Source: an optimization exercise on an open RTL-to-GDS flow (aim: small area). Production flows keep margins and buffers that such runs may drop.
Function was checked by simulation only, so behaviour that the tests miss may differ from the original.
No driver is modelled on the clock port, so clocking that relies on it looks cheaper here than on a real chip.

===== flow/design.v =====
`timescale 1ns/1ps
module frame_fsm (
    input  logic       clk,
    input  logic       i_rst_n,
    input  logic       i_start,
    input  logic       i_body_last,
    output logic       o_load,        
    output logic       o_load_n,      
    output logic       o_preamble,
    output logic       o_body,
    output logic       o_fcs,
    output logic       o_hdr0,        
    output logic       o_hdr1,        
    output logic       o_beat7        
);
    logic       wait_q;
    logic       pre_q;
    logic       body_q;
    logic       fcs_q;
    logic       busy_q;      
    logic [2:0] beat_q;      
    logic       accept;
    assign accept = i_start && !(wait_q || pre_q || body_q);
    always_ff @(posedge clk or negedge i_rst_n) begin
        if (!i_rst_n) begin
            wait_q <= 1'b0;
            pre_q  <= 1'b0;
            body_q <= 1'b0;
            fcs_q  <= 1'b0;
            busy_q <= 1'b0;
        end else begin
            wait_q <= accept;
            pre_q  <= wait_q;
            body_q <= pre_q || (body_q && !i_body_last);
            fcs_q  <= body_q && i_body_last;
            busy_q <= accept || wait_q || pre_q || (body_q && !i_body_last);
        end
    end
    always_ff @(posedge clk) begin
        if (pre_q) begin
            beat_q <= 3'd0;
        end else if (beat_q != 3'd7) begin
            beat_q <= beat_q + 3'd1;
        end
    end
    assign o_load     = i_start && !busy_q;
    assign o_load_n   = !accept;
    assign o_preamble = pre_q;
    assign o_body     = body_q;
    assign o_fcs      = fcs_q;
    assign o_hdr0     = body_q && (beat_q == 3'd0);
    assign o_hdr1     = body_q && (beat_q == 3'd1);
    assign o_beat7    = (beat_q == 3'd7);
endmodule
`timescale 1ns/1ps
module beat_counter #(
    parameter int PAYLOAD_LENGTH = 16
) (
    input  logic        clk,
    input  logic        i_load,
    input  logic        i_preamble,
    input  logic        i_body,
    input  logic        i_hdr0,
    input  logic        i_hdr1,
    input  logic        i_beat7,
    input  logic [15:0] i_payload_length,
    input  logic [7:0]  i_mode,
    output logic [7:0]  o_pass,        
    output logic [7:0]  o_pass_n,      
    output logic [7:0]  o_set,         
    output logic        o_body_last
);
    localparam int HEADER_BYTES = 14;
    localparam logic [7:0] MODE_FIXED_PAYLOAD = 8'd1;
    logic [7:0] eff_len;
    logic [7:0] len13;
    logic [5:0] qhi_q;       
    logic [2:0] qlo_q;       
    logic       fixed_q;
    logic       odd_q;       
    assign eff_len = (i_payload_length > 16'(PAYLOAD_LENGTH)) ? 8'(PAYLOAD_LENGTH) : i_payload_length[7:0];
    assign len13   = eff_len + 8'(HEADER_BYTES - 1);
    always_ff @(posedge clk) begin
        if (i_load) begin
            qhi_q   <= {1'b0, len13[7:3]} + 6'd2;     
            qlo_q   <= len13[2:0];
            fixed_q <= (i_mode == MODE_FIXED_PAYLOAD);
        end else begin
            qhi_q   <= qhi_q - 6'd1;
        end
    end
    always_ff @(posedge clk) begin
        odd_q <= !i_preamble && !odd_q;
    end
    logic qneg;
    logic qbig;
    assign qneg = qhi_q[5];
    assign qbig = !qhi_q[5] && (qhi_q[4:0] != 5'd0);
    always_comb begin
        logic valid;
        logic payload;
        for (int w = 0; w < 8; w++) begin
            valid   = !qneg && (qbig || (3'(w) <= qlo_q));
            payload = !(i_hdr0 || (i_hdr1 && w < HEADER_BYTES - 8));
            o_pass[w]   = i_body && odd_q && valid && !(fixed_q && payload);
            o_pass_n[w] = i_body && !odd_q && valid && !(fixed_q && payload);
            o_set[w]  = i_preamble || (i_body && valid && fixed_q && payload);
        end
    end
    assign o_body_last = i_body && i_beat7 && !qbig;
endmodule
`timescale 1ns/1ps
module crc32_beat (
    input  logic        clk,
    input  logic        i_init,
    input  logic [63:0] i_data,
    output logic [31:0] o_fcs_value
);
    logic [31:0] fcs_q;
    logic [31:0] u;
    logic [31:0] crc_next;
    logic [155:0] t;
    assign u = ~fcs_q ^ i_data[63:32];
    assign t[0] = u[18] ^ u[28];
    assign t[1] = u[12] ^ i_data[24];
    assign t[2] = u[20] ^ i_data[31];
    assign t[3] = u[19] ^ i_data[28];
    assign t[4] = u[15] ^ u[25];
    assign t[5] = u[22] ^ u[27];
    assign t[6] = u[24] ^ i_data[27];
    assign t[7] = u[0] ^ u[26];
    assign t[8] = u[23] ^ i_data[26];
    assign t[9] = u[1] ^ i_data[8];
    assign t[10] = u[4] ^ i_data[9];
    assign t[11] = i_data[16] ^ t[0];
    assign t[12] = u[21] ^ i_data[7];
    assign t[13] = i_data[0] ^ t[1];
    assign t[14] = u[13] ^ i_data[25];
    assign t[15] = i_data[18] ^ t[2];
    assign t[16] = i_data[19] ^ i_data[29];
    assign t[17] = u[16] ^ u[29];
    assign t[18] = u[17] ^ t[5];
    assign t[19] = i_data[2] ^ i_data[14];
    assign t[20] = u[10] ^ i_data[5];
    assign t[21] = i_data[4] ^ i_data[12];
    assign t[22] = i_data[1] ^ i_data[17];
    assign t[23] = u[9] ^ i_data[21];
    assign t[24] = u[8] ^ i_data[20];
    assign t[25] = u[31] ^ i_data[6];
    assign t[26] = u[5] ^ i_data[10];
    assign t[27] = i_data[3] ^ i_data[15];
    assign t[28] = u[6] ^ i_data[11];
    assign t[29] = u[11] ^ i_data[23];
    assign t[30] = u[30] ^ i_data[22];
    assign t[31] = t[7] ^ t[12];
    assign t[32] = u[3] ^ i_data[13];
    assign t[33] = t[6] ^ t[22];
    assign t[34] = u[2] ^ u[14];
    assign t[35] = t[8] ^ t[10];
    assign t[36] = t[9] ^ t[27];
    assign t[37] = u[14] ^ i_data[30];
    assign t[38] = t[3] ^ t[23];
    assign t[39] = u[16] ^ t[4];
    assign t[40] = u[7] ^ t[19];
    assign t[41] = u[6] ^ t[15];
    assign t[42] = i_data[29] ^ t[29];
    assign t[43] = t[13] ^ t[25];
    assign t[44] = i_data[4] ^ t[17];
    assign t[45] = u[11] ^ t[24];
    assign t[46] = i_data[30] ^ t[11];
    assign t[47] = u[15] ^ t[28];
    assign t[48] = i_data[20] ^ t[18];
    assign t[49] = u[19] ^ t[32];
    assign t[50] = u[23] ^ i_data[1];
    assign t[51] = u[7] ^ t[16];
    assign t[52] = u[24] ^ t[16];
    assign t[53] = u[26] ^ t[14];
    assign t[54] = i_data[24] ^ t[20];
    assign t[55] = i_data[5] ^ t[1];
    assign t[56] = u[2] ^ i_data[9];
    assign t[57] = i_data[6] ^ i_data[19];
    assign t[58] = t[21] ^ t[39];
    assign t[59] = u[0] ^ i_data[22];
    assign t[60] = i_data[0] ^ t[34];
    assign t[61] = u[18] ^ u[29];
    assign t[62] = t[17] ^ t[46];
    assign t[63] = u[20] ^ i_data[8];
    assign t[64] = t[3] ^ t[33];
    assign t[65] = i_data[2] ^ t[38];
    assign t[66] = i_data[29] ^ t[30];
    assign t[67] = u[30] ^ t[11];
    assign t[68] = u[27] ^ t[31];
    assign t[69] = u[9] ^ u[28];
    assign t[70] = t[8] ^ t[44];
    assign t[71] = i_data[6] ^ i_data[30];
    assign t[72] = u[18] ^ i_data[31];
    assign t[73] = i_data[26] ^ t[37];
    assign t[74] = i_data[7] ^ t[4];
    assign t[75] = u[5] ^ u[26];
    assign t[76] = i_data[16] ^ t[35];
    assign t[77] = i_data[3] ^ i_data[13];
    assign t[78] = t[13] ^ t[76];
    assign t[79] = i_data[25] ^ t[18];
    assign t[80] = u[3] ^ u[31];
    assign t[81] = t[26] ^ t[40];
    assign t[82] = t[20] ^ t[50];
    assign t[83] = u[20] ^ t[21];
    assign t[84] = t[24] ^ t[51];
    assign t[85] = i_data[17] ^ t[52];
    assign t[86] = t[32] ^ t[67];
    assign t[87] = u[22] ^ t[14];
    assign t[88] = u[21] ^ t[54];
    assign t[89] = t[26] ^ t[43];
    assign t[90] = u[10] ^ t[48];
    assign t[91] = t[55] ^ t[79];
    assign t[92] = u[8] ^ t[36];
    assign t[93] = u[9] ^ t[53];
    assign t[94] = t[17] ^ t[28];
    assign t[95] = i_data[3] ^ t[2];
    assign t[96] = u[7] ^ i_data[23];
    assign t[97] = i_data[14] ^ i_data[27];
    assign t[98] = i_data[27] ^ t[2];
    assign t[99] = u[28] ^ t[10];
    assign t[100] = u[10] ^ t[3];
    assign t[101] = t[15] ^ t[30];
    assign t[102] = t[8] ^ t[56];
    assign t[103] = i_data[4] ^ t[82];
    assign t[104] = u[27] ^ t[86];
    assign t[105] = u[1] ^ t[34];
    assign t[106] = i_data[24] ^ t[68];
    assign t[107] = t[42] ^ t[63];
    assign t[108] = u[19] ^ t[47];
    assign t[109] = u[25] ^ t[65];
    assign t[110] = t[58] ^ t[72];
    assign t[111] = u[12] ^ t[85];
    assign t[112] = i_data[28] ^ t[7];
    assign t[113] = u[30] ^ t[29];
    assign t[114] = u[23] ^ i_data[18];
    assign t[115] = i_data[22] ^ t[107];
    assign t[116] = i_data[12] ^ t[75];
    assign t[117] = i_data[25] ^ t[96];
    assign t[118] = u[24] ^ t[87];
    assign t[119] = u[17] ^ i_data[21];
    assign t[120] = i_data[2] ^ i_data[18];
    assign t[121] = i_data[10] ^ t[57];
    assign t[122] = u[8] ^ t[26];
    assign t[123] = t[6] ^ t[73];
    assign t[124] = i_data[15] ^ t[33];
    assign t[125] = t[93] ^ t[110];
    assign t[126] = t[15] ^ t[88];
    assign t[127] = u[25] ^ t[22];
    assign t[128] = t[18] ^ t[61];
    assign t[129] = t[6] ^ t[56];
    assign t[130] = i_data[7] ^ t[108];
    assign t[131] = t[4] ^ t[37];
    assign t[132] = t[80] ^ t[100];
    assign t[133] = t[0] ^ t[66];
    assign t[134] = t[14] ^ t[31];
    assign t[135] = u[21] ^ t[42];
    assign t[136] = t[36] ^ t[48];
    assign t[137] = t[45] ^ t[64];
    assign t[138] = i_data[8] ^ t[49];
    assign t[139] = i_data[15] ^ i_data[28];
    assign t[140] = i_data[23] ^ t[53];
    assign t[141] = u[29] ^ t[49];
    assign t[142] = u[13] ^ t[132];
    assign t[143] = u[5] ^ t[138];
    assign t[144] = t[19] ^ t[31];
    assign t[145] = u[7] ^ t[7];
    assign t[146] = u[19] ^ t[25];
    assign t[147] = t[9] ^ t[91];
    assign t[148] = t[47] ^ t[105];
    assign t[149] = t[38] ^ t[77];
    assign t[150] = t[55] ^ t[83];
    assign t[151] = u[15] ^ i_data[31];
    assign t[152] = t[41] ^ t[71];
    assign t[153] = t[4] ^ t[69];
    assign t[154] = i_data[21] ^ t[114];
    assign t[155] = i_data[11] ^ t[70];
    assign crc_next[0] = u[21] ^ i_data[12] ^ i_data[29] ^ t[62] ^ t[87] ^ t[89] ^ t[102] ^ t[112] ^ t[151];
    assign crc_next[1] = u[17] ^ i_data[9] ^ t[12] ^ t[43] ^ t[64] ^ t[104] ^ t[116] ^ t[148];
    assign crc_next[2] = t[40] ^ t[68] ^ t[78] ^ t[127] ^ t[143] ^ t[152];
    assign crc_next[3] = i_data[19] ^ t[5] ^ t[33] ^ t[41] ^ t[81] ^ t[92] ^ t[99] ^ t[134];
    assign crc_next[4] = u[27] ^ t[28] ^ t[36] ^ t[37] ^ t[43] ^ t[84] ^ t[120] ^ t[125];
    assign crc_next[5] = u[14] ^ t[12] ^ t[84] ^ t[89] ^ t[103] ^ t[128] ^ t[149];
    assign crc_next[6] = t[19] ^ t[23] ^ t[45] ^ t[63] ^ t[71] ^ t[103] ^ t[118] ^ t[130] ^ t[133];
    assign crc_next[7] = t[11] ^ t[26] ^ t[27] ^ t[54] ^ t[60] ^ t[65] ^ t[74] ^ t[115] ^ t[118] ^ t[145];
    assign crc_next[8] = t[0] ^ t[5] ^ t[9] ^ t[21] ^ t[28] ^ t[29] ^ t[59] ^ t[60] ^ t[95] ^ t[122] ^ t[127] ^ t[142];
    assign crc_next[9] = t[10] ^ t[50] ^ t[69] ^ t[120] ^ t[135] ^ t[141] ^ t[145] ^ t[148] ^ t[150];
    assign crc_next[10] = u[1] ^ u[8] ^ u[31] ^ i_data[0] ^ t[20] ^ t[35] ^ t[40] ^ t[52] ^ t[95] ^ t[104] ^ t[112];
    assign crc_next[11] = u[1] ^ i_data[14] ^ t[5] ^ t[27] ^ t[78] ^ t[125] ^ t[137];
    assign crc_next[12] = i_data[0] ^ i_data[2] ^ i_data[9] ^ i_data[13] ^ t[21] ^ t[23] ^ t[124] ^ t[126] ^ t[128] ^ t[131] ^ t[146];
    assign crc_next[13] = u[11] ^ u[22] ^ i_data[25] ^ t[3] ^ t[11] ^ t[39] ^ t[77] ^ t[82] ^ t[101] ^ t[121] ^ t[144];
    assign crc_next[14] = u[20] ^ t[29] ^ t[111] ^ t[136] ^ t[144] ^ t[146] ^ t[155];
    assign crc_next[15] = u[13] ^ u[25] ^ u[30] ^ t[12] ^ t[46] ^ t[129] ^ t[136] ^ t[150] ^ t[154];
    assign crc_next[16] = i_data[5] ^ i_data[21] ^ t[13] ^ t[58] ^ t[59] ^ t[73] ^ t[85] ^ t[143];
    assign crc_next[17] = u[1] ^ u[17] ^ i_data[1] ^ i_data[5] ^ i_data[13] ^ i_data[20] ^ i_data[22] ^ t[10] ^ t[39] ^ t[97] ^ t[140] ^ t[152];
    assign crc_next[18] = u[16] ^ i_data[23] ^ i_data[26] ^ t[34] ^ t[57] ^ t[72] ^ t[81] ^ t[106] ^ t[119] ^ t[139];
    assign crc_next[19] = u[3] ^ i_data[24] ^ i_data[27] ^ i_data[29] ^ t[11] ^ t[24] ^ t[36] ^ t[59] ^ t[79] ^ t[130];
    assign crc_next[20] = u[2] ^ i_data[17] ^ t[9] ^ t[35] ^ t[38] ^ t[62] ^ t[83] ^ t[117];
    assign crc_next[21] = u[17] ^ i_data[17] ^ i_data[26] ^ t[66] ^ t[122] ^ t[126] ^ t[129] ^ t[141];
    assign crc_next[22] = u[2] ^ u[3] ^ u[13] ^ t[15] ^ t[16] ^ t[78] ^ t[94] ^ t[97] ^ t[113] ^ t[116] ^ t[153];
    assign crc_next[23] = u[6] ^ i_data[6] ^ t[35] ^ t[51] ^ t[60] ^ t[86] ^ t[90] ^ t[124] ^ t[151];
    assign crc_next[24] = u[0] ^ u[4] ^ t[62] ^ t[74] ^ t[80] ^ t[81] ^ t[137] ^ t[154];
    assign crc_next[25] = u[4] ^ u[17] ^ t[75] ^ t[92] ^ t[94] ^ t[101] ^ t[109] ^ t[111];
    assign crc_next[26] = i_data[3] ^ i_data[28] ^ t[13] ^ t[30] ^ t[41] ^ t[70] ^ t[90] ^ t[117] ^ t[121] ^ t[153];
    assign crc_next[27] = u[31] ^ i_data[1] ^ t[0] ^ t[6] ^ t[54] ^ t[84] ^ t[113] ^ t[119] ^ t[134] ^ t[155];
    assign crc_next[28] = i_data[12] ^ t[25] ^ t[30] ^ t[45] ^ t[61] ^ t[109] ^ t[123] ^ t[147];
    assign crc_next[29] = u[10] ^ u[12] ^ t[25] ^ t[74] ^ t[98] ^ t[102] ^ t[133] ^ t[140] ^ t[149];
    assign crc_next[30] = i_data[10] ^ i_data[14] ^ t[44] ^ t[106] ^ t[115] ^ t[123] ^ t[142];
    assign crc_next[31] = u[30] ^ i_data[11] ^ t[98] ^ t[99] ^ t[131] ^ t[135] ^ t[139] ^ t[147];
    always_ff @(posedge clk) begin
        if (i_init) begin
            fcs_q <= '0;     
        end else begin
            fcs_q <= ~crc_next;
        end
    end
    assign o_fcs_value = fcs_q;
endmodule
`timescale 1ns/1ps
module frame_assembler #(
    parameter int PAYLOAD_LENGTH = 16
) (
    input  logic                          clk,
    input  logic                          i_load,
    input  logic                          i_load_n,
    input  logic                          i_preamble,
    input  logic                          i_fcs,
    input  logic [7:0]                    i_pass,        
    input  logic [7:0]                    i_pass_n,      
    input  logic [7:0]                    i_set,
    input  logic [111:0]                  i_header,
    input  logic [8*PAYLOAD_LENGTH-1:0]   i_payload,
    input  logic [31:0]                   i_fcs_value,
    output logic [63:0]                   o_frame_out
);
    localparam int HEADER_BYTES      = 14;
    localparam int MIN_PAYLOAD_BYTES = 46;
    localparam int BEAT_BYTES        = 8;
    localparam int BODY_BYTES  = HEADER_BYTES + ((PAYLOAD_LENGTH > MIN_PAYLOAD_BYTES) ?
                                 PAYLOAD_LENGTH : MIN_PAYLOAD_BYTES);
    localparam int MAX_BEATS   = (BODY_BYTES + BEAT_BYTES - 1) / BEAT_BYTES;
    localparam int STAGES      = MAX_BEATS + 2;
    localparam logic [7:0]  PATTERN = 8'h55;
    localparam int IMG_W = 8 * BEAT_BYTES * MAX_BEATS;
    logic [IMG_W-1:0] image;
    always_comb begin
        image = '0;
        for (int b = 0; b < HEADER_BYTES; b++) begin
            image[IMG_W - 1 - 8*b -: 8] = i_header[111 - 8*b -: 8];
        end
        for (int b = 0; b < PAYLOAD_LENGTH; b++) begin
            image[IMG_W - 1 - 8*(HEADER_BYTES + b) -: 8] = i_payload[8*b +: 8];
        end
    end
    logic [STAGES-1:0][63:0] stage_q;
    always_ff @(posedge clk) begin
        stage_q[0] <= stage_q[1];
        stage_q[1] <= stage_q[2];
        stage_q[STAGES-1] <= ~({64{i_load}} & image[63:0]);
    end
    for (genvar s = 2; s < STAGES - 1; s++) begin : g_stage
        localparam int BASE = 64 * (MAX_BEATS - 1 - (s - 2));
        always_ff @(posedge clk) begin
            stage_q[s] <= ~(({64{i_load}} | stage_q[s+1]) & ({64{i_load_n}} | image[BASE +: 64]));
        end
    end
    logic [63:0] shown;
    always_comb begin
        for (int w = 0; w < 8; w++) begin
            for (int i = 0; i < 8; i++) begin
                shown[63 - 8*w - 7 + i] = (i_pass[w] & stage_q[0][63 - 8*w - 7 + i]) |
                                          (i_pass_n[w] & ~stage_q[0][63 - 8*w - 7 + i]) |
                                          (i_set[w] & PATTERN[i]);
            end
        end
    end
    assign o_frame_out = shown | {{32{i_fcs}} & i_fcs_value, 24'd0, i_preamble, 7'd0};     
endmodule
`timescale 1ns/1ps
module frame_gen_top #(
    parameter int         PAYLOAD_LENGTH  = 128,
    parameter logic [7:0] PAYLOAD_PATTERN = 8'h55
) (
    input  logic                        clk,
    input  logic                        i_rst_n,
    input  logic                        i_start,
    input  logic [111:0]                i_header,           
    input  logic [15:0]                 i_payload_length,
    input  logic [8*PAYLOAD_LENGTH-1:0] i_payload,          
    input  logic [7:0]                  i_mode,
    output logic                        o_valid,
    output logic [63:0]                 o_frame_out,
    output logic                        o_done
);
    logic        load;
    logic        load_n;
    logic        preamble;
    logic        body;
    logic        fcs;
    logic        hdr0;
    logic        hdr1;
    logic        beat7;
    logic        body_last;
    logic [7:0]  pass;
    logic [7:0]  pass_n;
    logic [7:0]  set;
    logic [31:0] fcs_value;
    frame_fsm u_fsm (
        .clk         (clk),
        .i_rst_n     (i_rst_n),
        .i_start     (i_start),
        .i_body_last (body_last),
        .o_load      (load),
        .o_load_n    (load_n),
        .o_preamble  (preamble),
        .o_body      (body),
        .o_fcs       (fcs),
        .o_hdr0      (hdr0),
        .o_hdr1      (hdr1),
        .o_beat7     (beat7)
    );
    beat_counter #(
        .PAYLOAD_LENGTH (PAYLOAD_LENGTH)
    ) u_counter (
        .clk              (clk),
        .i_load           (load),
        .i_preamble       (preamble),
        .i_body           (body),
        .i_hdr0           (hdr0),
        .i_hdr1           (hdr1),
        .i_beat7          (beat7),
        .i_payload_length (i_payload_length),
        .i_mode           (i_mode),
        .o_pass           (pass),
        .o_pass_n         (pass_n),
        .o_set            (set),
        .o_body_last      (body_last)
    );
    crc32_beat u_crc (
        .clk         (clk),
        .i_init      (preamble),
        .i_data      (o_frame_out),
        .o_fcs_value (fcs_value)
    );
    frame_assembler #(
        .PAYLOAD_LENGTH (PAYLOAD_LENGTH)
    ) u_assembler (
        .clk         (clk),
        .i_load      (load),
        .i_load_n    (load_n),
        .i_preamble  (preamble),
        .i_fcs       (fcs),
        .i_pass      (pass),
        .i_pass_n    (pass_n),
        .i_set       (set),
        .i_header    (i_header),
        .i_payload   (i_payload),
        .i_fcs_value (fcs_value),
        .o_frame_out (o_frame_out)
    );
    assign o_valid = preamble || body;
    assign o_done  = fcs;
endmodule

===== flow/constraint.sdc =====
create_clock -name core_clock -period 8.0 [get_ports {clk}]
set_input_delay 1.6000 -clock core_clock [delete_from_list [all_inputs] [get_ports {clk}]]
set_output_delay 1.6000 -clock core_clock [all_outputs]
set_load 0.01 [all_outputs]

===== flow/config.mk =====
export PLATFORM = sky130hd
export DESIGN_NAME = frame_gen_top
export DESIGN_NICKNAME = frame_gen_top
export VERILOG_FILES = /design/flow/design.v
export SDC_FILE = /design/flow/constraint.sdc
export NUM_CORES = 4
export LEC_CHECK = 0
export CAP_MARGIN = 20
export CORE_MARGIN = 2
export CORE_UTILIZATION = 22
export SLEW_MARGIN = 20

===== flow/flow/run.sh =====
#!/bin/bash
# The standard layout, with the port buffers made from the smallest buffer
# cell and clock tree synthesis without dummy loads.
set -euo pipefail
export BUFFER_PORTS_ARGS="-buffer_cell sky130_fd_sc_hd__buf_1"
export CTS_ARGS="-sink_clustering_enable -repair_clock_nets -dont_use_dummy_load"
bash standard.sh > standard.log 2>&1

===== flow/standard.sh =====
#!/bin/bash
# synth_recipe.tcl (not shown) runs the flow's synth.tcl, then flattens the netlist and writes it again
# the make line also repeats each setting of config.mk as NAME=value (left out here)
make -C /OpenROAD-flow-scripts/flow DESIGN_CONFIG=/design/flow/config.mk WORK_HOME=/design/flow/orfs CLKGATE_MAP_FILE= SYNTH_SCRIPT=/design/flow/synth_recipe.tcl "${@:-finish}"

==> results of run 1 <==
-- path summary, 6_finish.rpt --
| check | startpoint | to | slack (ps) |
|---|---|---|---|
| worst min-delay path | u_assembler.stage_q[184] | u_assembler.stage_q[120] | 250 |
| max in group asynchronous | i_rst_n | u_fsm.pre_q | 6730 |
| min in group asynchronous | i_rst_n | u_fsm.wait_q | 860 |
| worst max register to register | u_fsm.beat_q[1] | u_crc.fcs_q[2] | 3210 |
| worst min register to register | u_assembler.stage_q[184] | u_assembler.stage_q[120] | 250 |
| worst max-delay path | u_counter.fixed_q | o_frame_out[20] | 2730 |
-- cell families after synthesis --
logic type | synth area share, %
flip-flops | 62.9
buffers and inverters | 3.00
multiplexers | 0.948
adder cells (fa/ha/maj) | 0.239
XOR/XNOR | 11.4
AND/OR/NAND/NOR | 3.20
AO/OA/AOI/OAI | 18.3
-- cells in the final DEF, fill, tap and decap left out, types with 5 or more instances in the layout --
cell type  instances
nand2_1          130
nor2_1            82
ha_1               8
clkbuf_16        142
dfxtp_1         1305
xnor2_2           21
xor2_1            99
o21ai_0           19
mux2i_1            8
nand3_1           19
xor2_2             9
a21oi_1           36
a211o_1            5
xnor3_1           29
o22ai_1         1075
mux2i_2           10
a21o_1             8
buf_12             8
mux2i_4            7
inv_1             34
o21ai_2            8
diode_2           66
buf_4             35
nand2b_1          30
xnor2_1          299
buf_1           1228
-- stage by stage --
step	util [%]	instance area [um2]	hold slack (ps)
after floorplan	-	42000	310
after global placement	25.8	49000	311
after detailed placement	25.8	49000	312
after CTS	27.7	52600	259
after global routing	27.7	52700	260
final	27.8	52700	252
-- routing by layer --
metal / GRT usage (%) / routed length [um] / vias up
li1: - / - / 15565
met1: 26.8 / 88600 / 16316
met2: 34.8 / 103000 / 1757
met3: 7.50 / 22000 / 411
met4: 8.41 / 8610 / 48
met5: 0.744 / 284 / -
-- layout make-up --
class                      instances  area share, %
sequential                      1315           50.1
multi-input combinational       1991           27.1
timing repair buffer            1271           9.54
clock buffer                     142           6.74
tap                             2511           5.96
antenna                           66          0.313
inverter                          36          0.256
-- state kept, by name, indices dropped and copies added (netlist names) --
register / cells
u_crc.fcs_q: 32
u_fsm.body_q: 1
u_fsm.fcs_q: 1
u_fsm.pre_q: 1
u_counter.odd_q: 1
u_counter.fixed_q: 1
u_assembler.stage_q: 1264
u_fsm.wait_q: 1
u_fsm.busy_q: 1
u_counter.qlo_q: 3
u_counter.qhi_q: 6
u_fsm.beat_q: 3
==> summary.txt, run 1 <==
Layout area overhead: 25.7%
final HPWL from detailed placement: 180 mm
Worst path most repeated cell: nor2_1
worst-path cell chain: inv_1 > nor2_1 > nor2_1 > o21ai_2 > buf_1
Slew @ Worst Pin: 1220 ps
Synth area leaders: dfxtp_1, o22ai_1, xnor2_1
Finish-stage setup viols: 0
Buf/Inv on CP: 2
Top Family by Delay on Critical Path: flip-flops
Reg clk slew, reported paths: 50 ps
worst skew pair latency: 800 ps
Hold Path Class: reg2reg
Period Utilization, post-route: 65.8%
Syn Nets: 4795
Crit. End Element: primary output
Die Height: 441 um
Most used DFF post-synth: dfxtp_1
CTS H-tree depth: 4
synthesized area: 42000 um2
worst-path cell with the longest stage delay: edfxtp_1
Overflow after GRT: 0
status: finished clean
sequential share of the synthesized area: 62.9%
wire per inst: 30.3 um
TNS Setup: 0 ps
synth warn: 4
number of stages on the worst setup path: 5
RSZ-0062 raised after global routing: false
Max Freq: 0.190 GHz
total CTS buffers: 142
total track usage: 21.8%
Hold Path Depth: 0
fin. max-slew vios: 0
Final Hold Viols: 0
number of global-route vias before repair: 32660
cts repair resizes: 0
Yosys top cell area share: 62.3%
Root Buffer: clkbuf_16
Max clock buf depth: 3
largest net degree at the start of global routing: 217
ratio of cells with drive above 1 in the final layout: 5.95%
DR vias/cell: 4.65
CTS tree: built
Post-Route WL: 222 mm
Seq. cell area: 26400 um2
CORE AREA: 190000 um2
clk sinks: 1315
synth cell count leaders: dfxtp_1, o22ai_1, xnor2_1
R2R depth: 13
#FFs+latches synth: 1315
Final nets: 5928
# port buffers: 1228
die area: 194000 um2
ANT nets after route: 0
Critical Path AT: 3670 ps
via count: 34097
first-pass GRT wire length: 284 mm
Clock Skew: 94.6 ps
count leader, synth: dfxtp_1
DP Worst Slack: 3360 ps
Placer Congestion: 1.01
Post-synth EDFFs: 4
Setup crit start kind: flop
Synth area leader: dfxtp_1
DRC Markers: 0
Post-CTS Setup Bufs: 0
final worst slack: 2730 ps
placed cells: 7124
Max Cap Viol: 0
DRT iter0 DRCs: 3479
Cell variety after synth: 74
async set or reset register ratio after synthesis: 0.380%
Max Fanout on Critical Path: 21
Rows: 160
# IOs: 1229
starting density of the core: 22.1%
post-layout minimum cycle time: 5270 ps
Required @ worst endpoint: 6400 ps
multi-input logic area: 14300 um2
chip width: 441 um
post-route insts no fill: 7332
Largest stage delay, worst path: 910 ps
Mean Syn Cell Area: 11.6 um2
hold_buf cts: 0
Setup CP Type: reg2out
antenna violations before repair: 155
Mapped Cells: 3624
Fillers: 20192
relative slew slack: 18.8%
Pre-antenna DRT Iters: 6
==> run 2: changes to the inputs <==
==> flow/flow/run.sh (replaced) <==
#!/bin/bash
# The standard layout with three changes to how it is built:
#  - port buffers made from the smallest buffer cell (buf_1);
#  - clock tree synthesis with clkbuf_4/clkbuf_8, clusters of up to 25 sinks
#    within 120 um, and no dummy loads;
#  - after clock tree synthesis, flow/post_cts.tcl upsizes any clock buffer
#    whose sinks see a clock slew above 115 ps (placement estimate).
set -euo pipefail
export BUFFER_PORTS_ARGS="-buffer_cell sky130_fd_sc_hd__buf_1"
export CTS_ARGS="-sink_clustering_enable -repair_clock_nets -dont_use_dummy_load -buf_list {sky130_fd_sc_hd__clkbuf_4 sky130_fd_sc_hd__clkbuf_8} -sink_clustering_size 25 -sink_clustering_max_diameter 120"
export POST_CTS_TCL="$PWD/flow/post_cts.tcl"
export CLK_SLEW_TARGET=0.115
bash standard.sh > standard.log 2>&1
==> flow/flow/post_cts.tcl (new file) <==
# After clock tree synthesis: upsize clock buffers whose sinks see a slow
# clock edge, so every flip-flop clock pin stays well inside the slew limit.
proc clk_sink_slew { inst } {
  set worst 0
  foreach out [get_pins -of_objects $inst -filter "direction == output"] {
    foreach p [get_pins -of_objects [get_nets -of_objects $out] -filter "direction == input"] {
      set s [get_property $p slew_max]
      if { $s > $worst } { set worst $s }
    }
  }
  return $worst
}
set up_list {sky130_fd_sc_hd__clkbuf_1 sky130_fd_sc_hd__clkbuf_2 sky130_fd_sc_hd__clkbuf_4 sky130_fd_sc_hd__clkbuf_8 sky130_fd_sc_hd__clkbuf_16}
set limit [expr { [info exists ::env(CLK_SLEW_TARGET)] ? $::env(CLK_SLEW_TARGET) : 0.100 }]
for { set pass 0 } { $pass < 4 } { incr pass } {
  estimate_parasitics -placement
  set changed 0
  foreach inst [get_cells *] {
    set m [get_property $inst ref_name]
    set i [lsearch $up_list $m]
    if { $i < 0 || $i == [llength $up_list] - 1 } { continue }
    if { [clk_sink_slew $inst] > $limit } {
      replace_cell $inst [lindex $up_list [expr { $i + 1 }]]
      incr changed
    }
  }
  puts "post_cts pass $pass: upsized $changed clock buffers"
  if { $changed == 0 } { break }
}
detailed_placement
check_placement -verbose
estimate_parasitics -placement
==> summary.txt, run 2 <==
commonest non-fill, non-tap cell in the layout: dfxtp_1
number of stages on the worst setup path: 5 (unchanged)
Max Cap Viol: 0 (unchanged)
Final nets: 5854 (-1.2%)
Die Height: 441 um (unchanged)
DRT iter0 DRCs: 3955 (+14%)
Reg clk slew, reported paths: 100 ps (+50 ps)
Final Hold Viols: 0 (unchanged)
placed cells: 7124 (unchanged)
post-route insts no fill: 7268 (-0.87%)
R2R depth: 13 (unchanged)
Mapped Cells: 3624 (unchanged)
worst-path cell with the longest stage delay: edfxtp_1
Layout area overhead: 21.2%
#FFs+latches synth: 1315 (unchanged)
first-pass GRT wire length: 281 mm (-1.2%)
synth warn: 4 (unchanged)
DRC Markers: 0 (unchanged)
Worst path most repeated cell: nor2_1
RSZ-0062 raised after global routing: false
Placer Congestion: 1.01 (unchanged)
top flop regs: u_assembler.stage_q x1264, u_crc.fcs_q x32, u_counter.qhi_q x6
Clock Skew: 83.1 ps (-11.5 ps)
Rows: 160 (unchanged)
DR vias/cell: 4.62 (-0.63%)
Hold Path Depth: 0 (unchanged)
Period Utilization, post-route: 66.3% (+0.47 points)
Critical Path AT: 3700 ps (+30 ps)
Required @ worst endpoint: 6400 ps (about the same)
status: finished clean
post-layout minimum cycle time: 5300 ps (+37.3 ps)
Synth area leaders: dfxtp_1, o22ai_1, xnor2_1
ANT nets after route: 0 (unchanged)
fin. max-slew vios: 0 (unchanged)
sequential share of the synthesized area: 62.9% (unchanged)
total track usage: 21.5% (-0.28 points)
largest net degree at the start of global routing: 217 (unchanged)
ratio of cells with drive above 1 in the final layout: 4.46% (-1.5 points)
Max Freq: 0.189 GHz (-0.70%)
Largest stage delay, worst path: 930 ps (+20 ps)
count leader, synth: dfxtp_1
synth cell count leaders: dfxtp_1, o22ai_1, xnor2_1
final design utilization: 26.8% (-1.0 points)
Buf/Inv on CP: 2 (unchanged)
Max Fanout on Critical Path: 21 (unchanged)
Setup crit start kind: flop
Top Family by Delay on Critical Path: flip-flops
Syn Nets: 4795 (unchanged)
worst-path cell chain: inv_1 > nor2_1 > nor2_1 > o21ai_2 > buf_1
Fillers: 20356 (+0.81%)
Post-Route WL: 220 mm (-0.90%)
via count: 33585 (-1.5%)
Slew @ Worst Pin: 1220 ps (+6.54 ps)
TNS Setup: 0 ps (unchanged)
Hold Path Class: reg2reg
# IOs: 1229 (unchanged)
relative slew slack: 18.4% (-0.44 points)
Largest Register: u_assembler.stage_q
Setup CP Type: reg2out
worst skew pair latency: 700 ps (-100 ps)
Post-synth EDFFs: 4 (unchanged)
# port buffers: 1228 (unchanged)
Mean Syn Cell Area: 11.6 um2 (unchanged)
Pre-antenna DRT Iters: 5 (-1)
Cell variety after synth: 74 (unchanged)
final HPWL from detailed placement: 180 mm (unchanged)
Crit. End Element: primary output
Finish-stage setup viols: 0 (unchanged)
wire per inst: 30.3 um (about the same)
most frequent cells in the layout: dfxtp_1, buf_1, o22ai_1
chip width: 441 um (unchanged)
antenna violations before repair: 154 (-0.65%)
CTS tree: built
Overflow after GRT: 0 (unchanged)
async set or reset register ratio after synthesis: 0.380% (unchanged)
number of global-route vias before repair: 31984 (-2.1%)
synthesized area: 42000 um2 (unchanged)
CORE AREA: 190000 um2 (unchanged)
starting density of the core: 22.1% (unchanged)
Most used DFF post-synth: dfxtp_1
Synth area leader: dfxtp_1
clk sinks: 1315 (unchanged)
Yosys top cell area share: 62.3% (unchanged)
Largest register FFs: 1264 (unchanged)
die area: 194000 um2 (unchanged)
[run 2: cell counts after synthesis]
Identical to the previous run, type by type.
[run 2: path summary, 6_finish.rpt]
path	slack, ps	endpoint	start
hold reg to reg	310	u_assembler.stage_q[77]	u_assembler.stage_q[141]
max in group asynchronous	6750	u_fsm.wait_q	i_rst_n
min in group asynchronous	870	u_fsm.body_q	i_rst_n
setup reg to reg	3220	u_crc.fcs_q[2]	u_fsm.beat_q[0]
hold / removal	310	u_assembler.stage_q[77]	u_assembler.stage_q[141]
setup / recovery	2700	o_frame_out[20]	u_counter.fixed_q
[run 2: final cells by class]
type / instances / area (um2) / area share, %
sequential: 1315 / 26400 / 51.9
multi-input combinational: 1991 / 14300 / 28.2
clock buffer: 68 / 1620 / 3.19
timing repair buffer: 1271 / 5030 / 9.90
tap: 2511 / 3140 / 6.18
antenna: 76 / 190 / 0.374
inverter: 36 / 135 / 0.266
[run 2: logic make-up after synthesis]
kind of cell    share of synthesized area [%]
buf+inv                                  3.00
fa+ha+maj                               0.239
xor+xnor                                 11.4
flops                                    62.9
compound gates                           18.3
simple gates                             3.20
mux                                     0.948
[run 2: per-layer routing]
metal  GRT usage [%]  routed length [um]  vias up
met2            34.3              102000     1727
met4            8.23                8280       44
met3            7.19               22600      366
li1                -                   -    15363
met1            26.6               87400    16085
met5           0.744                 293        -
[run 2: per-stage QoR]
stage	hold WS (ps)	worst slack, ps	area (um2)
floorplan	310	4410	42000
global placement	311	3410	49000
detailed placement	312	3360	49000
global route	331	2520	50700
finish	308	2700	50800
==> run 3: changes to the inputs <==
==> flow/flow/run.sh (replaced) <==
#!/bin/bash
# The standard layout with these changes to how it is built:
#  - synthesis is the standard synthesis with an area-only abc mapping
#    script (flow/synth_area.tcl, flow/abc_area.abc); registers are unchanged;
#  - port buffers made from the smallest buffer cell (buf_1);
#  - clock tree synthesis with clkbuf_4/clkbuf_8, clusters of up to 25 sinks
#    within 120 um, and no dummy loads;
#  - after clock tree synthesis, flow/post_cts.tcl upsizes any clock buffer
#    whose sinks see a clock slew above 115 ps (placement estimate).
set -euo pipefail
export FLOW_SYNTH_TCL="$PWD/synth_recipe.tcl"
export FLOW_ABC_SCRIPT="$PWD/flow/abc_area.abc"
export BUFFER_PORTS_ARGS="-buffer_cell sky130_fd_sc_hd__buf_1"
export CTS_ARGS="-sink_clustering_enable -repair_clock_nets -dont_use_dummy_load -buf_list {sky130_fd_sc_hd__clkbuf_4 sky130_fd_sc_hd__clkbuf_8} -sink_clustering_size 25 -sink_clustering_max_diameter 120"
export POST_CTS_TCL="$PWD/flow/post_cts.tcl"
export CLK_SLEW_TARGET=0.115
sed "s#SYNTH_SCRIPT=[^ ]*#SYNTH_SCRIPT=$PWD/flow/synth_area.tcl#" standard.sh > standard_area.sh
grep -q "SYNTH_SCRIPT=$PWD/flow/synth_area.tcl" standard_area.sh
bash standard_area.sh > standard.log 2>&1
==> flow/flow/abc_area.abc (new file) <==
&get -n
&st
&nf -R 1000
&put
==> flow/flow/synth_area.tcl (new file) <==
# The standard synthesis (synth_recipe.tcl, sourced below) with one change:
# the abc technology-mapping call uses flow/abc_area.abc, an area-only mapping
# that keeps the shared xor terms of the crc. Registers are mapped before abc
# (dfflibmap), so they come out exactly as in the standard synthesis.
proc abc {args} {
  set i [lsearch -exact $args -script]
  if { $i >= 0 && [string match *abc_speed.script [lindex $args [expr {$i + 1}]]] } {
    lset args [expr {$i + 1}] $::env(FLOW_ABC_SCRIPT)
  }
  yosys abc {*}$args
}
source $::env(FLOW_SYNTH_TCL)
--- a/flow/config.mk
+++ b/flow/config.mk
@@ -5,7 +5,7 @@
 export SDC_FILE = /design/flow/constraint.sdc
 export NUM_CORES = 4
 export LEC_CHECK = 0
-export CAP_MARGIN = 20
+export CAP_MARGIN = 0
 export CORE_MARGIN = 2
 export CORE_UTILIZATION = 22
-export SLEW_MARGIN = 20
+export SLEW_MARGIN = 0
==> summary.txt, run 3 <==
status: finished clean
# IOs: 1229 (unchanged)
Worst R2R Setup Slack: 2000 ps (-1220 ps)
Mean Syn Cell Area: 12.2 um2 (+5.3%)
most frequent cells in the layout: dfxtp_1, buf_1, o22ai_1
R2R depth: 19 (+6)
Largest Register: u_assembler.stage_q
number of global-route vias before repair: 30268 (-5.4%)
Final Hold Viols: 0 (unchanged)
Post-synth EDFFs: 4 (unchanged)
clk sinks: 1315 (unchanged)
Critical Path AT: 6550 ps (+2850 ps)
Required @ worst endpoint: 8550 ps (+2150 ps)
first-pass GRT wire length: 234 mm (-17%)
count leader, synth: dfxtp_1
main combinational cell family by area after synthesis: compound AO/OA/AOI/OAI gates
worst skew pair latency: 700 ps (about the same)
via count: 31825 (-5.2%)
Synth Area in Compound Gates: 19.0% (+0.70 points)
DRT iter0 DRCs: 2729 (-31%)
total track usage: 18.4% (-3.1 points)
DRC Markers: 0 (unchanged)
Period Utilization, post-route: 75.0% (+8.7 points)
Post-Route WL: 177 mm (-20%)
multiplexer area fraction after synthesis: 0.359% (-0.59 points)
RSZ-0062 raised after global routing: false
Final nets: 5735 (-2.0%)
Largest register FFs: 1264 (unchanged)
synth cell count leaders: dfxtp_1, o22ai_1, xnor2_1
Reg clk slew, reported paths: 100 ps (about the same)
Fillers: 18850 (-7.4%)
Placer Congestion: 0.991 (-1.6%)
Post-Synth Simple-Gate Area: 2.54% (-0.66 points)
DR vias/cell: 4.60 (-0.39%)
ANT nets after route: 0 (unchanged)
relative slew slack: 19.3% (+0.91 points)
commonest non-fill, non-tap cell in the layout: dfxtp_1
Max Cap Viol: 0 (unchanged)
antenna violations before repair: 54 (-65%)
Hold EP: u_assembler.stage_q[84]
#FFs+latches synth: 1315 (unchanged)
Yosys top cell area share: 66.9% (+4.6 points)
Pre-antenna DRT Iters: 5 (unchanged)
Cell variety after synth: 32 (-57%)
Syn Nets: 4375 (-8.8%)
Slew @ Worst Pin: 1210 ps (-16.2 ps)
Setup crit start kind: flop
fin. max-slew vios: 0 (unchanged)
placed instance area: 47200 um2 (-3.6%)
Synth area leader: dfxtp_1
Layout area overhead: 25.1%
post-route insts no fill: 6914 (-4.9%)
chip width: 425 um (-3.5%)
Max Fanout on Critical Path: 15 (-29%)
die area: 181000 um2 (-6.8%)
Clock Skew: 81.7 ps (-1.41 ps)
async set or reset register ratio after synthesis: 0.380% (unchanged)
Synth Area in Adders: 0.256% (+0.018 points)
top flop regs: u_assembler.stage_q x1264, u_crc.fcs_q x32, u_counter.qhi_q x6
Mapped Cells: 3204 (-12%)
Overflow after GRT: 0 (unchanged)
Rows: 154 (-3.8%)
Max Freq: 0.167 GHz (-12%)
post-layout minimum cycle time: 6000 ps (+693 ps)
synthesized area: 39100 um2 (-6.9%)
Finish-stage setup viols: 0 (unchanged)
launch point of the worst reg-to-reg path: u_fsm.beat_q[0]
Crit. End Element: flop
CORE AREA: 176000 um2 (-7.1%)
Hold Path Depth: 0 (unchanged)
xor-xnor portion of the synthesized cell area: 10.2% (-1.2 points)
Setup CP Type: reg2reg
sequential share of the synthesized area: 67.6% (+4.6 points)
starting density of the core: 22.2% (+0.052 points)
ratio of cells with drive above 1 in the final layout: 2.92% (-1.5 points)
Hold Path Class: reg2reg
Crit Reg-Reg Endpoint: u_crc.fcs_q[22]
fin area: 48900 um2 (-3.9%)
largest net degree at the start of global routing: 219 (+0.92%)
# port buffers: 1228 (unchanged)
Hold WS: 303 ps (-5.04 ps)
synth warn: 4 (unchanged)
Die Height: 425 um (-3.5%)
hold path start: u_assembler.stage_q[148]
placed cells: 6834 (-4.1%)
CTS tree: built
wire per inst: 25.6 um (-16%)
final design utilization: 27.7% (+0.93 points)
final HPWL from detailed placement: 140 mm (-22%)
Most used DFF post-synth: dfxtp_1
Synth area leaders: dfxtp_1, o22ai_1, xnor2_1
run 3: cells by family (layout without fill, tap and decap cells):
family	Yosys count	in the layout
flops	1315	1315
compound gates	1168	1168
xor+xnor	455	455
simple gates	234	234
mux	14	14
buf+inv	10	1368
fa+ha+maj	8	8
other cells	0	12
run 3: critical path: stages, from the launching register on:
cell,delay (ps)
dfxtp_1,420
clkinv_1,90
ha_1,210
o211ai_1,490
nand2_1,400
nand3_1,500
o21ai_0,170
a211o_1,290
xor2_1,420
xor2_1,480
xor2_1,790
xnor2_1,160
xnor2_1,360
xnor2_1,150
xnor2_1,160
xnor2_1,150
xnor2_1,160
xnor2_1,170
xnor2_1,150
nor2b_1,140
run 3: worst max-delay path by stage:
stage                    start                  to  slack (ps)
6_report       u_fsm.beat_q[0]     u_crc.fcs_q[22]        2000
3_3_place_gp   u_fsm.beat_q[0]     u_crc.fcs_q[22]        2190
5_1_grt        u_fsm.beat_q[0]     u_crc.fcs_q[22]        1610
2_1_floorplan          i_start  u_counter.qhi_q[1]       -6540
3_5_place_dp   u_fsm.beat_q[0]     u_crc.fcs_q[22]        2120
run 3: layer usage:
layer | track usage, % | up-vias | part of all wire (%) | routed length [um]
li1 | - | 14953 | - | -
met1 | 23.9 | 15400 | 42 | 74900
met2 | 30.5 | 1225 | 48 | 84900
met3 | 4.23 | 233 | 6.9 | 12200
met4 | 5.02 | 14 | 2.8 | 4870
met5 | 0 | - | 0.050 | 89
run 3: cell type report:
| class | instances | area, um2 | area share, % |
|---|---|---|---|
| Antenna cell | 12 | 30.0 | 0.0615 |
| Clock buffer | 68 | 1600 | 3.27 |
| Inverter | 10 | 37.5 | 0.0768 |
| Multi-Input combinational cell | 1879 | 12700 | 25.9 |
| Sequential cell | 1315 | 26400 | 54.0 |
| Tap cell | 2340 | 2930 | 5.99 |
| Timing Repair Buffer | 1290 | 5210 | 10.7 |
run 3: metrics by stage:
step           setup slack, ps  setup TNS (ps)
2_1_floorplan            -6540        -7116070
3_3_place_gp              2190               0
3_5_place_dp              2120               0
5_1_grt                   1610               0
6_report                  2000               0
==> run 4: changes to the inputs <==
--- a/flow/config.mk
+++ b/flow/config.mk
@@ -5,7 +5,8 @@
 export SDC_FILE = /design/flow/constraint.sdc
 export NUM_CORES = 4
 export LEC_CHECK = 0
-export CAP_MARGIN = 0
+export CAP_MARGIN = 20
 export CORE_MARGIN = 2
 export CORE_UTILIZATION = 22
-export SLEW_MARGIN = 0
+export PLACE_DENSITY = 0.8
+export SLEW_MARGIN = 20
==> summary.txt, run 4 <==
wire per inst: 25.9 um (+1.1%)
multiplexer area fraction after synthesis: 0.359% (unchanged)
Synth Area in Compound Gates: 19.0% (unchanged)
fin. max-slew vios: 0 (unchanged)
Finish-stage setup viols: 0 (unchanged)
Final nets: 5728 (-0.12%)
Clock Skew: 104 ps (+22.6 ps)
most frequent cells in the layout: dfxtp_1, buf_1, o22ai_1
Mean Syn Cell Area: 12.2 um2 (unchanged)
Rows: 154 (unchanged)
starting density of the core: 22.2% (unchanged)
DR vias/cell: 4.68 (+1.6%)
Largest register FFs: 1264 (unchanged)
status: finished clean
Final Hold Viols: 0 (unchanged)
DRC Markers: 0 (unchanged)
number of global-route vias before repair: 30416 (+0.49%)
antenna violations before repair: 57 (+5.6%)
chip width: 425 um (unchanged)
Placer Congestion: 1.00 (+1.1%)
Syn Nets: 4375 (unchanged)
sequential share of the synthesized area: 67.6% (unchanged)
Max Fanout on Critical Path: 9 (-6)
top flop regs: u_assembler.stage_q x1264, u_crc.fcs_q x32, u_counter.qhi_q x6
fin area: 48800 um2 (about the same)
synthesized area: 39100 um2 (unchanged)
ANT nets after route: 0 (unchanged)
#FFs+latches synth: 1315 (unchanged)
Post-Route WL: 179 mm (+1.1%)
Mapped Cells: 3204 (unchanged)
total track usage: 18.6% (+0.16 points)
Synth area leaders: dfxtp_1, o22ai_1, xnor2_1
relative slew slack: 17.9% (-1.4 points)
Cell variety after synth: 32 (unchanged)
CTS tree: built
async set or reset register ratio after synthesis: 0.380% (unchanged)
Layout area overhead: 25.0% (about the same)
# port buffers: 1228 (unchanged)
synth warn: 4 (unchanged)
Fillers: 18520 (-1.8%)
Crit. End Element: flop
Max Freq: 0.166 GHz (-0.71%)
synth cell count leaders: dfxtp_1, o22ai_1, xnor2_1
final HPWL from detailed placement: 143 mm (+2.1%)
Critical Path AT: 6560 ps (about the same)
CORE AREA: 176000 um2 (unchanged)
main combinational cell family by area after synthesis: compound AO/OA/AOI/OAI gates
Reg clk slew, reported paths: 100 ps (about the same)
ratio of cells with drive above 1 in the final layout: 2.81% (-0.11 points)
Synth area leader: dfxtp_1
Max Cap Viol: 0 (unchanged)
# IOs: 1229 (unchanged)
xor-xnor portion of the synthesized cell area: 10.2% (unchanged)
Slew @ Worst Pin: 1230 ps (+23.6 ps)
Post-Synth Simple-Gate Area: 2.54% (unchanged)
Pre-antenna DRT Iters: 6 (+1)
final worst slack: 1960 ps (-43.0 ps)
Post-synth EDFFs: 4 (unchanged)
placed instance area: 47200 um2 (-0.13%)
first-pass GRT wire length: 235 mm (+0.29%)
Period Utilization, post-route: 75.5% (+0.54 points)
Overflow after GRT: 0 (unchanged)
Setup CP Type: reg2reg
worst skew pair latency: 710 ps (about the same)
Setup crit start kind: flop
largest net degree at the start of global routing: 243 (+11%)
DRT iter0 DRCs: 3019 (+11%)
Most used DFF post-synth: dfxtp_1
Largest Register: u_assembler.stage_q
commonest non-fill, non-tap cell in the layout: dfxtp_1
via count: 32336 (+1.6%)
clk sinks: 1315 (unchanged)
Synth Area in Adders: 0.256% (unchanged)
die area: 181000 um2 (unchanged)
Hold Path Class: reg2reg
post-layout minimum cycle time: 6040 ps (+43.0 ps)
RSZ-0062 raised after global routing: false
count leader, synth: dfxtp_1
DP Worst Slack: 2160 ps (+42.0 ps)
Yosys top cell area share: 66.9% (unchanged)
Required @ worst endpoint: 8520 ps (-30 ps)
Die Height: 425 um (unchanged)
==> run 4: cell counts after synthesis <==
Identical to the previous run, type by type.
==> run 4: cells by family after synthesis <==
family / after synthesis
DFF: 1315
AOI/OAI and AO/OA: 1168
xor gates and xnor gates: 455
and+or+nand+nor: 234
muxes: 14
buffers and inverters: 10
adders and majority gates: 8
==> run 4: final cells by class <==
type	count	area (um2)	share of cell area (%)
sequential	1315	26400	54.0
multi-input combinational	1879	12700	25.9
timing repair buffer	1281	5140	10.5
tap	2340	2930	6.00
clock buffer	70	1620	3.31
antenna	18	45.0	0.0922
inverter	10	37.5	0.0769
==> run 4: worst max-delay path: stages, from the launching register on <==
cell and delay [ps]:
dfxtp_1 340, clkinv_1 80, ha_1 160, nand2_1 50, o21ai_0 700, a21oi_1 270, and3_1 390, nand2_1 110
o21ai_0 70, a211o_1 260, xor2_1 450, xor2_1 380, xor2_1 870, xnor2_1 330, xnor2_1 230, xnor2_1 490
xnor2_1 200, xnor2_1 150, xnor2_1 150, xnor2_1 140, nor2_1 50
==> run 4: worst paths after layout <==
path | from | slack, ps | endpoint | cells after the start
min reg2reg | u_assembler.stage_q[91] | 210 | u_assembler.stage_q[27] | 0
min | u_assembler.stage_q[91] | 210 | u_assembler.stage_q[27] | 0
max | u_counter.qhi_q[0] | 1960 | u_crc.fcs_q[26] | 20
min in group asynchronous | i_rst_n | 770 | u_fsm.fcs_q | 1
max reg2reg | u_counter.qhi_q[0] | 1960 | u_crc.fcs_q[26] | 20
max in group asynchronous | i_rst_n | 6990 | u_fsm.pre_q | 1
==> run 4: per-layer routing <==
layer	wire length [um]	track usage, %	share of wire, %
met5	100	0	0.056
met4	6560	7.72	3.7
met3	13400	3.75	7.5
met2	84700	30.2	47
met1	74300	23.8	41
==> run 4: per-stage QoR <==
| step | TNS, ps | utilization [%] | hold slack, ps | cells |
|---|---|---|---|---|
| after floorplan | -7116070 | - | 310 | 3204 |
| after global placement | 0 | 26.7 | 313 | 6823 |
| after detailed placement | 0 | 26.8 | 312 | 6825 |
| after global routing | 0 | 27.7 | 214 | 6903 |
| final | 0 | 27.7 | 209 | 6913 |
==> run 5: changes to the inputs <==
--- a/flow/config.mk
+++ b/flow/config.mk
@@ -8,5 +8,4 @@
 export CAP_MARGIN = 20
 export CORE_MARGIN = 2
 export CORE_UTILIZATION = 22
-export PLACE_DENSITY = 0.8
 export SLEW_MARGIN = 20
==> summary.txt, run 5 <==
status: finished clean
Finish-stage setup viols: 0 (unchanged)
wire per inst: 25.6 um (-1.2%)
post-layout minimum cycle time: 6010 ps (-32.9 ps)
Most used DFF post-synth: dfxtp_1
final design utilization: 27.7% (+0.043 points)
async set or reset register ratio after synthesis: 0.380% (unchanged)
Pre-antenna DRT Iters: 6 (unchanged)
ANT nets after route: 0 (unchanged)
synthesized area: 39100 um2 (unchanged)
worst-path cell chain: clkinv_1 > ha_1 > o211ai_1 > nand2_1 > nand3_1 > o21ai_0 > a211o_1 > xor2_1 > xor2_1 > xor2_1 > xnor2_1 > xnor2_1 > xnor2_1 > xnor2_1 > xnor2_1 > xnor2_1 > xnor2_1 > xnor2_1 > nor2b_1
Clock Skew: 79.7 ps (-24.6 ps)
Post-Route WL: 177 mm (-1.1%)
Cell variety after synth: 32 (unchanged)
fin area: 48900 um2 (+0.16%)
Setup crit end: u_crc.fcs_q[22]
commonest non-fill, non-tap cell in the layout: dfxtp_1
Layout area overhead: 25.2%
worst-path cell with the longest stage delay: xor2_1
clk sinks: 1315 (unchanged)
relative slew slack: 19.2% (+1.3 points)
Final nets: 5736 (+0.14%)
RSZ-0062 raised after global routing: false
Setup crit start kind: flop
R2R depth: 19 (-5.0%)
met3 WL: 11.3 mm (-16%)
ratio of cells with drive above 1 in the final layout: 2.94% (+0.13 points)
# port buffers: 1228 (unchanged)
met1 wire length: 75.9 mm (+2.2%)
number of global-route vias before repair: 30585 (+0.56%)
Largest Register: u_assembler.stage_q
Max Freq: 0.166 GHz (+0.55%)
Placer Congestion: 0.991 (-1.1%)
starting density of the core: 22.2% (unchanged)
CTS tree: built
placed instance area: 47300 um2 (+0.19%)
synth warn: 4 (unchanged)
Reg clk slew, reported paths: 100 ps (about the same)
die area: 181000 um2 (unchanged)
DRT iter0 DRCs: 2494 (-17%)
count leader, synth: dfxtp_1
DP Worst Slack: 2170 ps (+2.67 ps)
Period Utilization, post-route: 75.1% (-0.41 points)
#FFs+latches synth: 1315 (unchanged)
Rows: 154 (unchanged)
Synth area leader: dfxtp_1
DR vias/cell: 4.62 (-1.3%)
DR WL met2: 85.4 mm (+0.82%)
Final Hold Viols: 0 (unchanged)
final HPWL from detailed placement: 141 mm (-2.0%)
synth cell count leaders: dfxtp_1, o22ai_1, xnor2_1
Setup CP Type: reg2reg
Hold Path Depth: 0 (unchanged)
Largest stage delay, worst path: 800 ps (-70 ps)
Crit. End Element: flop
crit path launch: u_fsm.beat_q[0]
Worst path most repeated cell: xnor2_1
sequential share of the synthesized area: 67.6% (unchanged)
Max Cap Viol: 0 (unchanged)
max layer used: met5
final worst slack: 1990 ps (+32.9 ps)
most frequent cells in the layout: dfxtp_1, buf_1, o22ai_1
# IOs: 1229 (unchanged)
Syn Nets: 4375 (unchanged)
Mean Syn Cell Area: 12.2 um2 (unchanged)
CORE AREA: 176000 um2 (unchanged)
worst skew pair latency: 680 ps (-30 ps)
total track usage: 18.4% (-0.15 points)
Critical Path AT: 6560 ps (about the same)
Top Family by Delay on Critical Path: XOR/XNOR gates
via count: 31964 (-1.2%)
Synth area leaders: dfxtp_1, o22ai_1, xnor2_1
Largest register FFs: 1264 (unchanged)
chip width: 425 um (unchanged)
number of stages on the worst setup path: 19 (-5.0%)
antenna violations before repair: 42 (-26%)
Mapped Cells: 3204 (unchanged)
Overflow after GRT: 0 (unchanged)
Yosys top cell area share: 66.9% (unchanged)
first-pass GRT wire length: 235 mm (+0.20%)
Hold Path Class: reg2reg
Slew @ Worst Pin: 1210 ps (-19.5 ps)
Buf/Inv on CP: 1 (unchanged)
Post-synth EDFFs: 4 (unchanged)
Crit Reg-Reg Endpoint: u_crc.fcs_q[22]
DRC Markers: 0 (unchanged)
Worst R2R Setup Slack: 1990 ps (+30 ps)
fin. max-slew vios: 0 (unchanged)
largest net degree at the start of global routing: 219 (-9.9%)
top flop regs: u_assembler.stage_q x1264, u_crc.fcs_q x32, u_counter.qhi_q x6
Required @ worst endpoint: 8550 ps (+30 ps)
Max Fanout on Critical Path: 15 (+6)
Die Height: 425 um (unchanged)
launch point of the worst reg-to-reg path: u_fsm.beat_q[0]
[run 5: worst register-to-register path, cell delays in order, from the launching register on]
cell and delay, ps:
dfxtp_1 420, clkinv_1 100, ha_1 210, o211ai_1 520, nand2_1 400, nand3_1 470, o21ai_0 170, a211o_1 290
xor2_1 410, xor2_1 490, xor2_1 800, xnor2_1 180, xnor2_1 370, xnor2_1 180, xnor2_1 160, xnor2_1 160
xnor2_1 100, xnor2_1 170, xnor2_1 140, nor2b_1 140
[run 5: kinds of logic (layout without fill, tap and decap cells)]
kind of cell | count (synthesis) | after routing | synth area share, %
AOI/OAI and AO/OA | 1168 | 1168 | 19.0
xor gates and xnor gates | 455 | 455 | 10.2
adders and majority gates | 8 | 8 | 0.256
and+or+nand+nor | 234 | 234 | 2.54
muxes | 14 | 14 | 0.359
buffers and inverters | 10 | 1369 | 0.0961
other | 0 | 19 | 0
DFF | 1315 | 1315 | 67.6
[run 5: area by class of cell]
class / count / area (um2)
Inverter: 10 / 37.5
Fill cell: 18863 / 127000
Tap cell: 2340 / 2930
Clock buffer: 68 / 1600
Antenna cell: 19 / 47.5
Timing Repair Buffer: 1291 / 5240
Sequential cell: 1315 / 26400
Multi-Input combinational cell: 1879 / 12700
[run 5: per-stage QoR]
step | setup TNS [ps] | hold WS, ps | cells
after floorplan | -7116070 | 310 | 3204
after global placement | 0 | 313 | 6834
after detailed placement | 0 | 312 | 6835
after global routing | 0 | 313 | 6907
final | 0 | 304 | 6922
[run 5: worst min-delay path by stage]
| stage | startpoint | end | slack (ps) |
|---|---|---|---|
| detailed placement | u_assembler.stage_q[191] | u_assembler.stage_q[127] | 310 |
| global placement | u_assembler.stage_q[169] | u_assembler.stage_q[105] | 310 |
| finish | u_assembler.stage_q[112] | u_assembler.stage_q[48] | 300 |
| floorplan | u_assembler.stage_q[64] | u_assembler.stage_q[0] | 310 |
| global route | u_assembler.stage_q[112] | u_assembler.stage_q[48] | 310 |
[run 5: per-layer routing]
| layer | vias to the layer above | GRT usage [%] |
|---|---|---|
| met5 | - | 0 |
| met4 | 12 | 4.93 |
| met3 | 227 | 3.76 |
| met2 | 1220 | 30.6 |
| met1 | 15553 | 24.1 |
| li1 | 14952 | - |
==> run 6: changes to the inputs <==
==> flow/flow/abc_area.abc (replaced) <==
&get -n
&st
&dch -f
&nf -R 1000
&put
==> summary.txt, run 6 <==
status: finished clean
async set or reset register ratio after synthesis: 0.380% (unchanged)
Largest stage delay, worst path: 770 ps (-30 ps)
die area: 180000 um2 (-0.40%)
commonest non-fill, non-tap cell in the layout: dfxtp_1
Layout area overhead: 25.1%
Synth area leaders: dfxtp_1, o22ai_1, xnor2_1
DP Worst Slack: 2560 ps (+394 ps)
main combinational cell family by area after synthesis: compound AO/OA/AOI/OAI gates
Final nets: 5731 (-0.087%)
Reg clk slew, reported paths: 100 ps (about the same)
total track usage: 18.6% (+0.16 points)
Worst path most repeated cell: xnor2_1
post-layout minimum cycle time: 5690 ps (-315 ps)
top flop regs: u_assembler.stage_q x1264, u_crc.fcs_q x32, u_counter.qhi_q x6
relative slew slack: 18.1% (-1.1 points)
Post-Synth Simple-Gate Area: 2.27% (-0.27 points)
Most used DFF post-synth: dfxtp_1
Die Height: 425 um (-0.20%)
final design utilization: 27.7% (-0.082 points)
Max Cap Viol: 0 (unchanged)
Slew @ Worst Pin: 1220 ps (+10.9 ps)
#FFs+latches synth: 1315 (unchanged)
first-pass GRT wire length: 236 mm (+0.61%)
worst-path cell chain: nor2_1 > nand2_1 > o21ai_0 > nand2_1 > o21ai_0 > o2111ai_1 > xor2_1 > xor2_1 > xnor2_1 > xor2_1 > xnor2_1 > xnor2_1 > xnor2_1 > xnor2_1 > nor2_1
Hold Path Depth: 0 (unchanged)
multiplexer area fraction after synthesis: 0.0257% (-0.33 points)
CORE AREA: 176000 um2 (-0.22%)
Placer Congestion: 1.01 (+1.6%)
# IOs: 1229 (unchanged)
synthesized area: 38900 um2 (-0.40%)
DRC Markers: 0 (unchanged)
Critical Path AT: 6270 ps (-290 ps)
worst-path cell with the longest stage delay: xnor2_1
Hold Path Class: reg2reg
Largest register FFs: 1264 (unchanged)
Required @ worst endpoint: 8570 ps (+20 ps)
Mapped Cells: 3209 (+0.16%)
RSZ-0062 raised after global routing: false
ratio of cells with drive above 1 in the final layout: 2.76% (-0.17 points)
Crit Reg-Reg Endpoint: u_crc.fcs_q[13]
Pre-antenna DRT Iters: 6 (unchanged)
Clock Skew: 69.9 ps (-9.82 ps)
wire per inst: 25.6 um (+0.20%)
DR vias/cell: 4.63 (+0.20%)
ANT nets after route: 0 (unchanged)
largest net degree at the start of global routing: 193 (-12%)
routing usage on met3: 3.97% (+0.21 points)
via count: 31968 (+0.013%)
final HPWL from detailed placement: 139 mm (-0.92%)
Setup crit start kind: flop
Rows: 154 (unchanged)
Period Utilization, post-route: 71.2% (-3.9 points)
number of global-route vias before repair: 30504 (-0.26%)
met1 Usage GRT: 24.8% (+0.70 points)
most frequent cells in the layout: dfxtp_1, buf_1, o22ai_1
Mean Syn Cell Area: 12.1 um2 (-0.56%)
Max Freq: 0.176 GHz (+5.5%)
Yosys top cell area share: 67.2% (+0.27 points)
antenna violations before repair: 46 (+9.5%)
Overflow after GRT: 0 (unchanged)
clk sinks: 1315 (unchanged)
Cell variety after synth: 38 (+19%)
Synth Area in Compound Gates: 19.6% (+0.60 points)
Final Hold Viols: 0 (unchanged)
sequential share of the synthesized area: 67.8% (+0.27 points)
Post-synth EDFFs: 4 (unchanged)
Post-Route WL: 177 mm (about the same)
Hold EP: u_assembler.stage_q[107]
fin. max-slew vios: 0 (unchanged)
synth cell count leaders: dfxtp_1, o22ai_1, xnor2_1
Setup CP Type: reg2reg
CTS tree: built
gr busiest metal: met2
Syn Nets: 4380 (+0.11%)
Synth area leader: dfxtp_1
Worst R2R Setup Slack: 2310 ps (+310 ps)
DRT iter0 DRCs: 2940 (+18%)
Max Fanout on Critical Path: 8 (-7)
chip width: 425 um (-0.20%)
starting density of the core: 22.1% (-0.041 points)
hold path start: u_assembler.stage_q[171]
launch point of the worst reg-to-reg path: u_counter.qhi_q[3]
# port buffers: 1228 (unchanged)
Synth Area in Adders: 0.257% (+0.0010 points)
R2R depth: 15 (-4)
synth warn: 4 (unchanged)
xor-xnor portion of the synthesized cell area: 9.88% (-0.32 points)
count leader, synth: dfxtp_1
final worst slack: 2310 ps (+315 ps)
Largest Register: u_assembler.stage_q
TNS Setup: 0 ps (unchanged)
[run 6: cell types whose count changed after synthesis, moves of 11 or more]
cell,previous run,this run
a211o_1,13,0
nor2_1,76,60
xnor2_1,331,299
xor2_1,124,140
nand3_1,19,5
a221o_1,16,0
a22oi_1,0,17
a21oi_1,13,31
mux2i_1,14,1
nand2_1,104,117
o21ai_0,20,47
o21a_1,0,11
[run 6: metal layers]
layer	share of wire, %	wire [um]
met5	0.043	76
met4	2.6	4650
met3	7.7	13700
met2	47	82800
met1	43	75800
[run 6: layout make-up]
type                            count  area [um2]
Tap cell                         2340        2930
Clock buffer                       68        1620
Multi-Input combinational cell   1880       12500
Sequential cell                  1315       26400
Antenna cell                       11        27.5
Timing Repair Buffer             1281        5120
Inverter                           14        78.8
Fill cell                       18758      127000
[run 6: cell families (layout without fill, tap and decap cells)]
logic type,count (synthesis),in the layout
AO/OA/AOI/OAI,1220,1220
AND/OR/NAND/NOR,212,212
other,0,11
XOR/XNOR,439,439
adder cells (fa/ha/maj),8,8
buffers and inverters,14,1363
flip-flops,1315,1315
multiplexers,1,1
[run 6: through the flow]
step	std cells	cell area, um2	hold WS [ps]
after global routing	6902	48600	313
final	6909	48700	308
after detailed placement	6830	47000	312
after floorplan	3209	38900	310
after global placement	6828	47000	314
[run 6: how the worst max path moves through the flow]
stage                       startpoint           endpoint  slack (ps)  depth (start not counted)
global route        u_counter.qhi_q[3]     u_crc.fcs_q[0]        2010                         16
global placement    u_counter.qhi_q[0]    u_crc.fcs_q[13]        2500                         16
detailed placement  u_counter.qhi_q[3]     u_crc.fcs_q[0]        2560                         16
floorplan                      i_start  u_counter.fixed_q        1040                          2
finish              u_counter.qhi_q[3]    u_crc.fcs_q[13]        2310                         15
[run 6: critical path, delay by kind of cell (launching register included)]
kind             cells  cell delay (ps)
AO/OA/AOI/OAI        3             1600
flip-flops           1              350
AND/OR/NAND/NOR      4              590
XOR/XNOR             8             3010

## separate check: timing with driven ports
Ports are ideal in the flow. The routed layouts listed here were re-timed in OpenROAD. Step 1: set_driving_cell puts a clkbuf_16 on clk and a buf_2 on each other input, an assumption about the parent block. Step 2 times the ports against the registers' clock, not the clock port: input delays grow and output delays shrink by t, the midpoint of the rising clock arrivals with the driver on. Three values: no drivers, after step 1, after step 2; two values: the first two.
run	shift t [ns]	setup WS [ns]	worst hold slack (ns)	worst setup path after step 2	worst register clock-pin slew, ns
run 1	0.818	2.732 / 2.655 / 3.214	0.252 / 0.252 / 0.252	register to register	0.07 / 0.07
run 2	0.736	2.695 / 2.622 / 3.221	0.308 / 0.308 / 0.308	register to register	0.11 / 0.11
run 3	0.732	2.002 / 2.002 / 2.002	0.303 / 0.303 / 0.303	register to register	0.11 / 0.11
run 4	0.725	1.959 / 1.959 / 1.959	0.209 / 0.209 / 0.209	register to register	0.11 / 0.11
run 5	0.734	1.992 / 1.992 / 1.992	0.304 / 0.304 / 0.304	register to register	0.11 / 0.11
run 6	0.766	2.307 / 2.281 / 2.307	0.308 / 0.308 / 0.308	register to register	0.11 / 0.11
After both steps setup and hold are still met in every run listed.
